Source: an optimization exercise on an open RTL-to-GDS flow (aim: small area, a short achievable clock period and few clock cycles). Production flows keep margins and buffers that such runs may drop.
Only simulation tests tie the RTL to the original design; equivalence was not proved.

==> inputs of run a <==
## ntt_core
module ntt_core (
    input  logic        clk,
    input  logic        reset,
    input  logic        cmd_valid,
    output logic        cmd_ready,
    input  logic [1:0]  cmd,
    input  logic        in_valid,
    output logic        in_ready,
    input  logic [12:0] in_data,
    output logic        out_valid,
    input  logic        out_ready,
    output logic [12:0] out_data,
    output logic        busy
);
    localparam logic [13:0] Q = 14'd7681;
    function automatic logic [27:0] ks27(input logic [26:0] a, input logic [26:0] b,
                                         input logic cin);
        logic [26:0] g, p, gg, pp, gn, pn;
        logic [27:0] r;
        g = a & b;
        p = a ^ b;
        gg = g;
        pp = p;
        gg[0] = g[0] | (p[0] & cin);
        for (int d = 1; d < 27; d = d * 2) begin
            gn = gg;
            pn = pp;
            for (int i = d; i < 27; i++) begin
                gn[i] = gg[i] | (pp[i] & gg[i-d]);
                pn[i] = pp[i] & pp[i-d];
            end
            gg = gn;
            pp = pn;
        end
        r[0] = p[0] ^ cin;
        for (int i = 1; i < 27; i++) r[i] = p[i] ^ gg[i-1];
        r[27] = gg[26];
        ks27 = r;
    endfunction
    function automatic logic [53:0] csa27(input logic [26:0] x, input logic [26:0] y,
                                          input logic [26:0] z);
        logic [26:0] sm, cy;
        sm = x ^ y ^ z;
        cy = (x & y) | (x & z) | (y & z);
        csa27 = {sm, cy[25:0], 1'b0};
    endfunction
    function automatic logic [12:0] mod_add(input logic [12:0] a, input logic [12:0] b);
        logic [27:0] s, t;
        logic [53:0] c;
        s = ks27({14'd0, a}, {14'd0, b}, 1'b0);
        c = csa27({14'd0, a}, {14'd0, b}, 27'd8703);   
        t = ks27({12'd0, c[41:27]}, {12'd0, c[14:0]}, 1'b0);
        mod_add = t[14] ? t[12:0] : s[12:0];
    endfunction
  ...
export LEC_CHECK = 0
export CAP_MARGIN = 20
export CORE_MARGIN = 2
export CORE_UTILIZATION = 40
export SLEW_MARGIN = 20
create_clock -name core_clock -period 12.0 [get_ports {clk}]
run.sh (not shown) runs the stock make flow with config.mk's settings and CLKGATE_MAP_FILE= SYNTH_SCRIPT=/design/flow/synth_recipe.tcl, a recipe that flattens the netlist after the stock synthesis.
==> run b: changes against run a <==
--- a/flow/design.v
+++ b/flow/design.v
@@ -10,60 +10,27 @@
     input  logic [12:0] in_data,
     output logic        out_valid,
     input  logic        out_ready,
     output logic [12:0] out_data,
     output logic        busy
 );
     localparam logic [13:0] Q = 14'd7681;
-    function automatic logic [27:0] ks27(input logic [26:0] a, input logic [26:0] b,
-                                         input logic cin);
-        logic [26:0] g, p, gg, pp, gn, pn;
-        logic [27:0] r;
-        g = a & b;
-        p = a ^ b;
-        gg = g;
-        pp = p;
-        gg[0] = g[0] | (p[0] & cin);
-        for (int d = 1; d < 27; d = d * 2) begin
-            gn = gg;
-            pn = pp;
-            for (int i = d; i < 27; i++) begin
-                gn[i] = gg[i] | (pp[i] & gg[i-d]);
-                pn[i] = pp[i] & pp[i-d];
-            end
-            gg = gn;
-            pp = pn;
-        end
-        r[0] = p[0] ^ cin;
-        for (int i = 1; i < 27; i++) r[i] = p[i] ^ gg[i-1];
-        r[27] = gg[26];
-        ks27 = r;
-    endfunction
-    function automatic logic [53:0] csa27(input logic [26:0] x, input logic [26:0] y,
-                                          input logic [26:0] z);
-        logic [26:0] sm, cy;
-        sm = x ^ y ^ z;
-        cy = (x & y) | (x & z) | (y & z);
-        csa27 = {sm, cy[25:0], 1'b0};
-    endfunction
     function automatic logic [12:0] mod_add(input logic [12:0] a, input logic [12:0] b);
-        logic [27:0] s, t;
-        logic [53:0] c;
-        s = ks27({14'd0, a}, {14'd0, b}, 1'b0);
-        c = csa27({14'd0, a}, {14'd0, b}, 27'd8703);   
-        t = ks27({12'd0, c[41:27]}, {12'd0, c[14:0]}, 1'b0);
-        mod_add = t[14] ? t[12:0] : s[12:0];
+        logic [13:0] s;
+        logic [13:0] t;
+        s = {1'b0, a} + {1'b0, b};
+        t = s - Q;
+        mod_add = t[13] ? s[12:0] : t[12:0];
     endfunction
     function automatic logic [12:0] mod_sub(input logic [12:0] a, input logic [12:0] b);
-        logic [27:0] d, t;
-        logic [53:0] c;
-        d = ks27({14'd0, a}, {13'd0, ~{1'b0, b}}, 1'b1);         
-        c = csa27({14'd0, a}, {13'd0, ~{1'b0, b}}, 27'd7682);   
-        t = ks27({13'd0, c[40:27]}, {13'd0, c[13:0]}, 1'b0);
-        mod_sub = d[14] ? d[12:0] : t[12:0];
+        logic [13:0] d;
+        logic [13:0] t;
+        d = {1'b0, a} - {1'b0, b};
+        t = d + Q;
+        mod_sub = d[13] ? t[12:0] : d[12:0];
     endfunction
     function automatic logic [12:0] tw_rom(input logic [2:0] r, input logic [2:0] e);
         logic [12:0] v;
         v = 13'd0;
         case ({r, e})
             {3'd0, 3'd0}: v = 13'd990; {3'd0, 3'd1}: v = 13'd7103; {3'd0, 3'd2}: v = 13'd2634; {3'd0, 3'd3}: v = 13'd5538;
             {3'd0, 3'd4}: v = 13'd7427; {3'd0, 3'd5}: v = 13'd4400; {3'd0, 3'd6}: v = 13'd6819; {3'd0, 3'd7}: v = 13'd6586;
@@ -241,70 +208,37 @@
     assign e2_d = mod_sub(e1_u, e1_v);
     logic [12:0] oreg;
     always_ff @(posedge clk) begin
         if (!ostall) oreg <= e1_neg ? e2_d : e2_s;
     end
     assign out_data = oreg;
     logic [12:0] m_d, m_w;
-    logic [25:0] m_s, m_c;
+    logic [25:0] m_p;
     logic [18:0] m_t1;
     logic [14:0] m_t2;
     logic        m_v [4];
     logic [3:0]  m_b [4];
-    logic [26:0] pp [13];
-    for (genvar i = 0; i < 13; i++) begin : g_pp
-        assign pp[i] = 27'({14'd0, m_d & {13{m_w[i]}}} << i);
-    end
-    logic [53:0] l1a, l1b, l1c, l1d, l2a, l2b, l2c, l3a, l3b, l4a, l5;
-    assign l1a = csa27(pp[0], pp[1], pp[2]);
-    assign l1b = csa27(pp[3], pp[4], pp[5]);
-    assign l1c = csa27(pp[6], pp[7], pp[8]);
-    assign l1d = csa27(pp[9], pp[10], pp[11]);
-    assign l2a = csa27(l1a[53:27], l1a[26:0], l1b[53:27]);
-    assign l2b = csa27(l1b[26:0], l1c[53:27], l1c[26:0]);
-    assign l2c = csa27(l1d[53:27], l1d[26:0], pp[12]);
-    assign l3a = csa27(l2a[53:27], l2a[26:0], l2b[53:27]);
-    assign l3b = csa27(l2b[26:0], l2c[53:27], l2c[26:0]);
-    assign l4a = csa27(l3a[53:27], l3a[26:0], l3b[53:27]);
-    assign l5  = csa27(l4a[53:27], l4a[26:0], l3b[26:0]);
-    logic [53:0] k1a, k1b, k2a, k2b, k3a, k4a;
-    logic [27:0] k_t1;
-    assign k1a = csa27({14'd0, m_s[8:0], 4'd0}, {14'd0, m_c[8:0], 4'd0},
-                       {8'd0, ~{10'd0, m_s[8:0]}});
-    assign k1b = csa27({8'd0, ~{10'd0, m_c[8:0]}}, {8'd0, ~{2'd0, m_s[25:9]}},
-                       {8'd0, ~{2'd0, m_c[25:9]}});
-    assign k2a = csa27(k1a[53:27], k1a[26:0], k1b[53:27]);
-    assign k2b = csa27(k1b[26:0], 27'd268839, 27'd0);
-    assign k3a = csa27(k2a[53:27], k2a[26:0], k2b[53:27]);
-    assign k4a = csa27(k3a[53:27], k3a[26:0], k2b[26:0]);
-    assign k_t1 = ks27({8'd0, k4a[45:27]}, {8'd0, k4a[18:0]}, 1'b0);
-    logic [53:0] j1a, j2a;
-    logic [27:0] k_t2;
-    assign j1a = csa27({12'd0, m_t1[8:0], 4'd0}, {12'd0, ~{6'd0, m_t1[8:0]}},
-                       {12'd0, ~{5'd0, m_t1[18:9]}});
-    assign j2a = csa27(j1a[53:27], j1a[26:0], 27'd7683);
-    assign k_t2 = ks27({12'd0, j2a[41:27]}, {12'd0, j2a[14:0]}, 1'b0);
     always_ff @(posedge clk) begin
         m_d  <= e2_d;
         m_w  <= tw_rom(root, e1_e);
-        m_s  <= l5[52:27];
-        m_c  <= l5[25:0];
-        m_t1 <= k_t1[18:0];
-        m_t2 <= k_t2[14:0];
+        m_p  <= m_d * m_w;
+        m_t1 <= {6'd0, m_p[8:0], 4'd0} - {10'd0, m_p[8:0]} - {2'd0, m_p[25:9]};
+        m_t2 <= {2'd0, m_t1[8:0], 4'd0} - {6'd0, m_t1[8:0]} - {{5{m_t1[18]}}, m_t1[18:9]};
         m_v[0] <= e1_bf;
         m_b[0] <= e1_b;
         for (int i = 1; i < 4; i++) begin
             m_v[i] <= m_v[i-1];
             m_b[i] <= m_b[i-1];
         end
     end
-    logic [27:0] m_tm;
+    logic [14:0] m_tp, m_tm;
     logic [12:0] m_res;
-    assign m_tm  = ks27({12'd0, m_t2}, 27'd25087, 1'b0);   
-    assign m_res = m_tm[15] ? m_tm[12:0] : m_t2[12:0];
+    assign m_tp  = m_t2 + 15'd7681;
+    assign m_tm  = m_t2 - 15'd7681;
+    assign m_res = m_t2[14] ? m_tp[12:0] : (!m_tm[14] ? m_tm[12:0] : m_t2[12:0]);
     always_ff @(posedge clk) begin
         for (int k = 0; k < 16; k++) begin
             if ((e1_ld || e1_bf) && !ostall && e1_a == 4'(k)) begin
                 rf[k] <= e2_s;
             end else if (m_v[3] && m_b[3] == 4'(k)) begin
                 rf[k] <= m_res;
             end
==> summary of the runs <==
Run b completed with no timing, DRC or antenna violations. Run a ran to the end with no violations.
Of run a and run b, run b has the higher critical path depth (gap 8).
Utilization is about the same in run a and run b.
In run a the sequential cell count is higher than in run b, by 19.
Testbench counts of run a, summed over its fixed seeds: cycles 9,792.
Testbench counts of run b, summed over its fixed seeds: cycles 9,792.

-- what the ideal ports hide --
How much do the figures lean on ideal ports? The routed layouts below were timed once more, with nothing changed but the port constraints. Step 1: set_driving_cell puts a clkbuf_16 on clk and a buf_2 on each other input, an assumption about the parent block. Step 2 adds t to the input delays and takes it off the output delays; t is the mean of the earliest and latest rising clock arrival at the registers after step 1. Input paths then give back, and output paths get back, about the clock's delay inside the block. a / b / c = ideal ports / drivers / drivers and shift; a / b = the first two.
run	t (ns)	slack for setup (ns)	worst slew at a driven data input, ns
run a	0.666	7.321 / 7.321 / 7.000	0.05
run b	0.672	6.227 / 6.227 / 6.227	0.04
After both steps setup and hold are still met in every run listed. For run a, which loses most, drivers alone change the setup slack by 0.000 ns; drivers and shift together by -0.321 ns.
